Background: an optimization exercise with open tools, aiming at small area and few clock cycles per item. Do not read the settings as production practice.
Where RTL was checked, it was by simulation tests only, not by an equivalence proof against the original.
Power is estimated from default activity; no workload was simulated.

// pedal_noise_and_drift_monitor
module pedal_noise_and_drift_monitor #(
    parameter int unsigned TRAVEL_MAX = 1023
) (
    input  logic                          aclk,
    input  logic                          aresetn,
    input  logic                          s_valid,
    output logic                          s_ready,
    input  logic [52:0]                   s_data,
    output logic                          m_valid,
    input  logic                          m_ready,
    output logic [8:0]                    m_data,
    input  logic                          psel,
    input  logic                          penable,
    input  logic                          pwrite,
    input  logic [pndm_pkg::PADDR_W-1:0]  paddr,
    input  logic [31:0]                   pwdata,
    output logic [31:0]                   prdata,
    output logic                          pready
);
export LEC_CHECK = 0
export ABC_AREA = 1
export CAP_MARGIN = 20
export CORE_MARGIN = 2
export CORE_UTILIZATION = 70
export SLEW_MARGIN = 20
export SYNTH_HIERARCHICAL = 1
create_clock -name core_clock -period 12.0 [get_ports {aclk}]
standard.sh (not shown) runs the stock make flow with config.mk's settings and CLKGATE_MAP_FILE= SYNTH_SCRIPT=/design/flow/synth_recipe.tcl, a recipe that flattens the netlist after the stock synthesis.
==> flow/flow/run.sh <==
#!/bin/bash
# Layout flow: the standard ORFS flow, with smaller port buffers and a
# clock tree without dummy loads. Each step's output goes to a log of its own.
set -euo pipefail
bash standard.sh synth > synth.log 2>&1
bash standard.sh \
    "BUFFER_PORTS_ARGS=-buffer_cell sky130_fd_sc_hd__buf_1" \
    "CTS_ARGS=-sink_clustering_enable -repair_clock_nets -dont_use_dummy_load -root_buf sky130_fd_sc_hd__clkbuf_8 -buf_list sky130_fd_sc_hd__clkbuf_4 -sink_clustering_size 10 -sink_clustering_max_diameter 35" \
    finish > layout.log 2>&1
Testbench counts at the start, summed over its fixed seeds: cycles 16,008, items 16,000.
Rerun with:
--- a/flow/flow/run.sh
+++ b/flow/flow/run.sh
@@ -8 +8,2 @@
-    "CTS_ARGS=-sink_clustering_enable -repair_clock_nets -dont_use_dummy_load -root_buf sky130_fd_sc_hd__clkbuf_8 -buf_list sky130_fd_sc_hd__clkbuf_4 -sink_clustering_size 10 -sink_clustering_max_diameter 35" \
+    "CTS_ARGS=-sink_clustering_enable -repair_clock_nets -dont_use_dummy_load -root_buf sky130_fd_sc_hd__clkbuf_8 -buf_list sky130_fd_sc_hd__clkbuf_4 -sink_clustering_size 8 -sink_clustering_max_diameter 80" \
+    RECOVER_POWER=100 \
Settings changed: CORE_UTILIZATION 70 to 80.
=> The changed run finished but failed the layout checks on capacitance limit, slew limit. Worst hold slack gains 4.3 ps. Clock-buffer cell count fell by 6. Synthesized cell count stays the same. Fmax fell by 0.46%. Total power fell by 0.58%. Area after synthesis does not change.

========
== v16 ==
pedal_noise_and_drift_monitor again, from the RTL that the note above started with.
Settings: LEC_CHECK=0, ABC_AREA=1, CAP_MARGIN=20, CORE_MARGIN=2, CORE_UTILIZATION=80, SLEW_MARGIN=20, SYNTH_HIERARCHICAL=1; clock period 12.0 ns.
==> flow/flow/run.sh <==
#!/bin/bash
# Layout flow: the standard ORFS flow, with smaller port buffers and a
# clock tree without dummy loads. Each step's output goes to a log of its own.
set -euo pipefail
bash standard.sh synth > synth.log 2>&1
bash standard.sh \
    "BUFFER_PORTS_ARGS=-buffer_cell sky130_fd_sc_hd__buf_1" \
    "CTS_ARGS=-sink_clustering_enable -repair_clock_nets -dont_use_dummy_load -root_buf sky130_fd_sc_hd__clkbuf_8 -buf_list sky130_fd_sc_hd__clkbuf_4 -sink_clustering_size 10 -sink_clustering_max_diameter 80" \
    finish > layout.log 2>&1
Testbench counts of v16, summed over its fixed seeds: cycles 16,008, items 16,000.
--- input diff v16..v31 ---
==> flow/flow/run.sh <==
#!/bin/bash
# Layout flow: the standard ORFS flow, with smaller port buffers and a
# clock tree without dummy loads. Each step's output goes to a log of its own.
set -euo pipefail
bash standard.sh synth > synth.log 2>&1
bash standard.sh \
    "BUFFER_PORTS_ARGS=-buffer_cell sky130_fd_sc_hd__buf_1" \
    "CTS_ARGS=-sink_clustering_enable -repair_clock_nets -dont_use_dummy_load -root_buf sky130_fd_sc_hd__clkbuf_8 -buf_list sky130_fd_sc_hd__clkbuf_4 -sink_clustering_size 9 -sink_clustering_max_diameter 60" \
    finish > layout.log 2>&1
Notes after the runs:
v31 ends up with a global routing usage summed across all routing layers that is 0.57 points higher than in v16.
Post-layout utilization of the core for v31: 0.25 points up relative to v16
Compared with v16, in v31 worst hold slack about even, worst setup slack rose 0.027 ns, final cell count about even, setup clock skew after layout rose 0.031 ns, final critical delay including setup and external delays fell 0.027 ns.
v16 ended up with full_time_q_reg[9] as its worst setup path endpoint; v31 ended up with full_time_q_reg[25].
In v31 relative to v16, met2 routed wirelength had gone up slightly.
v16 -> v31: design area flat
v16 and v31 ended up with nearly the same total number of multi-input combinational cells.
Count of clock-buffer cells in the layout: v31 vs v16 up 5

========
== the previous run ==
pedal_noise_and_drift_monitor again, from the RTL that the note above started with.
==> flow/config.mk <==
export PLATFORM = sky130hd
export DESIGN_NAME = pedal_noise_and_drift_monitor
export DESIGN_NICKNAME = pedal_noise_and_drift_monitor
export VERILOG_FILES = /design/flow/design.v
export SDC_FILE = /design/flow/constraint.sdc
export NUM_CORES = 4
export LEC_CHECK = 0
export ABC_AREA = 1
export CAP_MARGIN = 20
export CORE_MARGIN = 2
export CORE_UTILIZATION = 80
export SLEW_MARGIN = 20
export SYNTH_HIERARCHICAL = 1
==> flow/constraint.sdc <==
create_clock -name core_clock -period 12.0 [get_ports {aclk}]
set_input_delay 2.4000 -clock core_clock [delete_from_list [all_inputs] [get_ports {aclk}]]
set_output_delay 2.4000 -clock core_clock [all_outputs]
set_load 0.01 [all_outputs]
==> flow/flow/run.sh <==
#!/bin/bash
# Layout flow: the standard ORFS flow, with smaller port buffers and a
# clock tree without dummy loads. Each step's output goes to a log of its own.
set -euo pipefail
bash standard.sh synth > synth.log 2>&1
bash standard.sh \
    "BUFFER_PORTS_ARGS=-buffer_cell sky130_fd_sc_hd__buf_1" \
    "CTS_ARGS=-sink_clustering_enable -repair_clock_nets -dont_use_dummy_load -root_buf sky130_fd_sc_hd__clkbuf_8 -buf_list sky130_fd_sc_hd__clkbuf_4 -sink_clustering_size 10 -sink_clustering_max_diameter 35" \
    finish > layout.log 2>&1
Looking at the reports, the previous run completed the entire flow and the layout it produced met the timing, design-rule and antenna checks.
Testbench counts of the previous run, summed over its fixed seeds: cycles 16,008, items 16,000.
The following lists how the current run was set up differently from the previous run:
--- a/flow/flow/run.sh
+++ b/flow/flow/run.sh
@@ -7,3 +7,3 @@
     "BUFFER_PORTS_ARGS=-buffer_cell sky130_fd_sc_hd__buf_1" \
-    "CTS_ARGS=-sink_clustering_enable -repair_clock_nets -dont_use_dummy_load -root_buf sky130_fd_sc_hd__clkbuf_8 -buf_list sky130_fd_sc_hd__clkbuf_4 -sink_clustering_size 10 -sink_clustering_max_diameter 35" \
+    "CTS_ARGS=-sink_clustering_enable -repair_clock_nets -dont_use_dummy_load -root_buf sky130_fd_sc_hd__clkbuf_8 -buf_list sky130_fd_sc_hd__clkbuf_4 -sink_clustering_size 8 -sink_clustering_max_diameter 80" \
     finish > layout.log 2>&1
The current run: full flow OK, the timing, design-rule and antenna checks passed. Compared the current run vs the previous run, and number of optimization iterations in the first detailed-route pass is down in the current run. Looking only at met2 layer wire length in the routed design, and setting everything else aside, the lower value of the previous run and the current run goes to the current run. Of the previous run and the current run, the previous run shows the higher number of global-route vias before repair, with the current run below it. Comparing clock network power for the previous run and the current run, the smaller number came from the current run. Going from the previous run to the current run, sequential share of cell area held steady, register clock-pin slew on the reported worst setup and hold paths held steady, cell area held steady, wire length of the first global-routing pass shrank by 480 um, routed via count divided by cell count shrank by 0.035. A cell at the slowest stage of the critical path of sky130_fd_sc_hd__fa_1 is what the current run shows, while sky130_fd_sc_hd__buf_4 belongs to the previous run.

========
Another version of the RTL of pedal_noise_and_drift_monitor (not shown whole).
For scale: about 2100 cells after synthesis, about 140 I/O pins, ~17000 um2 of cells after synthesis.
Design pedal_noise_and_drift_monitor, start of the top module:
module pedal_noise_and_drift_monitor #(
    parameter int unsigned TRAVEL_MAX = 1023
) (
    input  logic                          aclk,
    input  logic                          aresetn,
    input  logic                          s_valid,
    output logic                          s_ready,
    input  logic [52:0]                   s_data,
    output logic                          m_valid,
    input  logic                          m_ready,
    output logic [8:0]                    m_data,
    input  logic                          psel,
    input  logic                          penable,
    input  logic                          pwrite,
    input  logic [pndm_pkg::PADDR_W-1:0]  paddr,
    input  logic [31:0]                   pwdata,
    output logic [31:0]                   prdata,
    output logic                          pready
);
Settings: LEC_CHECK=0, ABC_AREA=1, CAP_MARGIN=20, CORE_MARGIN=2, CORE_UTILIZATION=55, SLEW_MARGIN=20, SYNTH_HIERARCHICAL=1; clock period 12.0 ns.
==> flow/flow/run.sh <==
#!/bin/bash
# Layout flow: the standard ORFS flow, with smaller port buffers and a
# clock tree without dummy loads. Each step's output goes to a log of its own.
set -euo pipefail
bash standard.sh synth > synth.log 2>&1
bash standard.sh \
    "BUFFER_PORTS_ARGS=-buffer_cell sky130_fd_sc_hd__buf_1" \
    "CTS_ARGS=-sink_clustering_enable -repair_clock_nets -dont_use_dummy_load -buf_list sky130_fd_sc_hd__clkbuf_8 -sink_clustering_size 16 -sink_clustering_max_diameter 40" \
    finish > layout.log 2>&1
The first run went through all stages and came out clean.
==> next run, changes <==
==> flow/flow/run.sh (replaced) <==
#!/bin/bash
# Layout flow: the standard ORFS flow, with smaller port buffers and a
# clock tree without dummy loads. Each step's output goes to a log of its own.
set -euo pipefail
bash standard.sh synth > synth.log 2>&1
bash standard.sh \
    "BUFFER_PORTS_ARGS=-buffer_cell sky130_fd_sc_hd__buf_1" \
    "CTS_ARGS=-sink_clustering_enable -repair_clock_nets -dont_use_dummy_load -root_buf sky130_fd_sc_hd__clkbuf_8 -buf_list sky130_fd_sc_hd__clkbuf_4 -sink_clustering_size 10 -sink_clustering_max_diameter 35" \
    finish > layout.log 2>&1
Outcome: Routed wire length is about the same. Final area is lower by 0.90%. Sequential power stays flat. Synthesized area is unchanged. Die area is unchanged. Register-to-register slack hardly moves.
No functional check of the RTL was part of any run of this note.

========
Another version of the RTL of pedal_noise_and_drift_monitor (not shown whole).
// pedal_noise_and_drift_monitor
module pedal_noise_and_drift_monitor #(
    parameter int unsigned TRAVEL_MAX = 1023
) (
    input  logic                          aclk,
    input  logic                          aresetn,
    input  logic                          s_valid,
    output logic                          s_ready,
    input  logic [52:0]                   s_data,
    output logic                          m_valid,
    input  logic                          m_ready,
    output logic [8:0]                    m_data,
    input  logic                          psel,
    input  logic                          penable,
    input  logic                          pwrite,
    input  logic [pndm_pkg::PADDR_W-1:0]  paddr,
    input  logic [31:0]                   pwdata,
    output logic [31:0]                   prdata,
    output logic                          pready
);
Settings: LEC_CHECK=0, ABC_AREA=1, CAP_MARGIN=20, CORE_MARGIN=2, CORE_UTILIZATION=88, SLEW_MARGIN=20, SYNTH_HIERARCHICAL=1; clock period 12.0 ns.
==> flow/flow/run.sh <==
#!/bin/bash
# Layout flow: the standard ORFS flow, with smaller port buffers and a
# clock tree without dummy loads. Each step's output goes to a log of its own.
set -euo pipefail
bash standard.sh synth > synth.log 2>&1
bash standard.sh \
    "BUFFER_PORTS_ARGS=-buffer_cell sky130_fd_sc_hd__buf_1" \
    "CTS_ARGS=-sink_clustering_enable -repair_clock_nets -dont_use_dummy_load -root_buf sky130_fd_sc_hd__clkbuf_8 -buf_list sky130_fd_sc_hd__clkbuf_4 -sink_clustering_size 8 -sink_clustering_max_diameter 80" \
    finish > layout.log 2>&1
The first run never finished: it broke off in 3_1_place_gp_skip_io on GPL-0301.
Testbench counts at the start, summed over its fixed seeds: cycles 16,008, items 16,000.
Next try:
Settings changed: CORE_UTILIZATION 88 to 80, GPL_ROUTABILITY_DRIVEN from default to 0, GPL_TIMING_DRIVEN from default to 0.
Effect:
- With this change the flow finished with timing, DRC and antenna clean
- synthesized area does not change
- synthesized cell count stays the same
Next try:
Settings changed: GPL_ROUTABILITY_DRIVEN 0 to default, GPL_TIMING_DRIVEN 0 to default.
Non-clock buffer count is lower by 37.
Setup slack gets worse by 360 ps.
Hold slack gets better by 16 ps.
Wire length is lower by 2.4%.
Synthesized area does not change.
Flip-flop and latch count does not change.
Synthesized cell count stays the same.
Clock skew is lower by 13 ps.
Sequential power barely changes.
Total power stays flat.
Final area is lower by 1.0%.

========
pedal_noise_and_drift_monitor, a different RTL version from the one above (not shown whole).
Size: roughly 2,000 cells after synthesis, ~16,000 um2 of cells after synthesis.
Settings: LEC_CHECK=0, ABC_AREA=1, CAP_MARGIN=20, CORE_MARGIN=2, CORE_UTILIZATION=55, SLEW_MARGIN=20, SYNTH_HIERARCHICAL=1; clock period 12.0 ns.
==> flow/flow/run.sh <==
#!/bin/bash
# Layout flow: the standard ORFS flow, with smaller port buffers and a
# clock tree without dummy loads. Each step's output goes to a log of its own.
set -euo pipefail
bash standard.sh synth > synth.log 2>&1
bash standard.sh \
    "BUFFER_PORTS_ARGS=-buffer_cell sky130_fd_sc_hd__buf_1" \
    "CTS_ARGS=-sink_clustering_enable -repair_clock_nets -dont_use_dummy_load -root_buf sky130_fd_sc_hd__clkbuf_8 -buf_list sky130_fd_sc_hd__clkbuf_4 -sink_clustering_size 10 -sink_clustering_max_diameter 35" \
    finish > layout.log 2>&1
The baseline completed with no timing, DRC or antenna violations.
Testbench counts at the start, summed over its fixed seeds: cycles 16,008, items 16,000.
==> next run, changes <==
--- a/flow/config.mk
+++ b/flow/config.mk
@@ -9,5 +9,5 @@
 export CAP_MARGIN = 20
 export CORE_MARGIN = 2
-export CORE_UTILIZATION = 55
+export CORE_UTILIZATION = 70
 export SLEW_MARGIN = 20
 export SYNTH_HIERARCHICAL = 1
Effect: Sequential power is about the same; wire length is lower by a few percent; worst setup slack gets better by 19 ps; hold slack gets better by 4.3 ps; power is lower slightly; synthesized area does not change; sequential share of layout area is higher by 0.38 points; final area is lower slightly; die area is lower by about a fifth.

separate check: timing with driven ports:
Ports are ideal in the flow. The routed layouts listed here were re-timed in OpenROAD. Step 1 assumes that a clkbuf_16 drives the clock port and a buf_2 every other input. Step 2 also shifts input and output timing later by t, the mid clock arrival at the registers, as if the neighbouring blocks saw the same clock. Three values: ideal ports, drivers, drivers and shift; two values: the first two.
| run | t (ns) | setup WS [ns] | pins driven straight from the clock port |
|---|---|---|---|
| the first run of note 1 | 0.573 | 1.170 / 1.193 / 0.620 | 1 |
| the second run of note 1 | 0.569 | 1.120 / 1.138 / 0.570 | 1 |
| v16 | 0.596 | 1.321 / 1.341 / 0.745 | 1 |
| v31 | 0.556 | 1.348 / 1.367 / 0.810 | 1 |
| the previous run | 0.583 | 1.211 / 1.231 / 0.648 | 1 |
| the current run | 0.576 | 1.382 / 1.400 / 0.824 | 1 |
| the first run of note 4 | 0.604 | 1.458 / 1.486 / 0.882 | 1 |
| the second run of note 4 | 0.611 | 1.445 / 1.474 / 0.864 | 1 |
| the second run of note 5 | 0.579 | 1.046 / 1.068 / 0.489 | 1 |
| the third run of note 5 | 0.572 | 0.681 / 0.699 / 0.127 | 1 |
| the first run of note 6 | 0.575 | 1.397 / 1.418 / 0.843 | 1 |
| the second run of note 6 | 0.585 | 1.416 / 1.439 / 0.854 | 1 |
For the second run of note 4, which loses most, drivers alone change the setup slack by +0.029 ns; drivers and shift together by -0.581 ns.
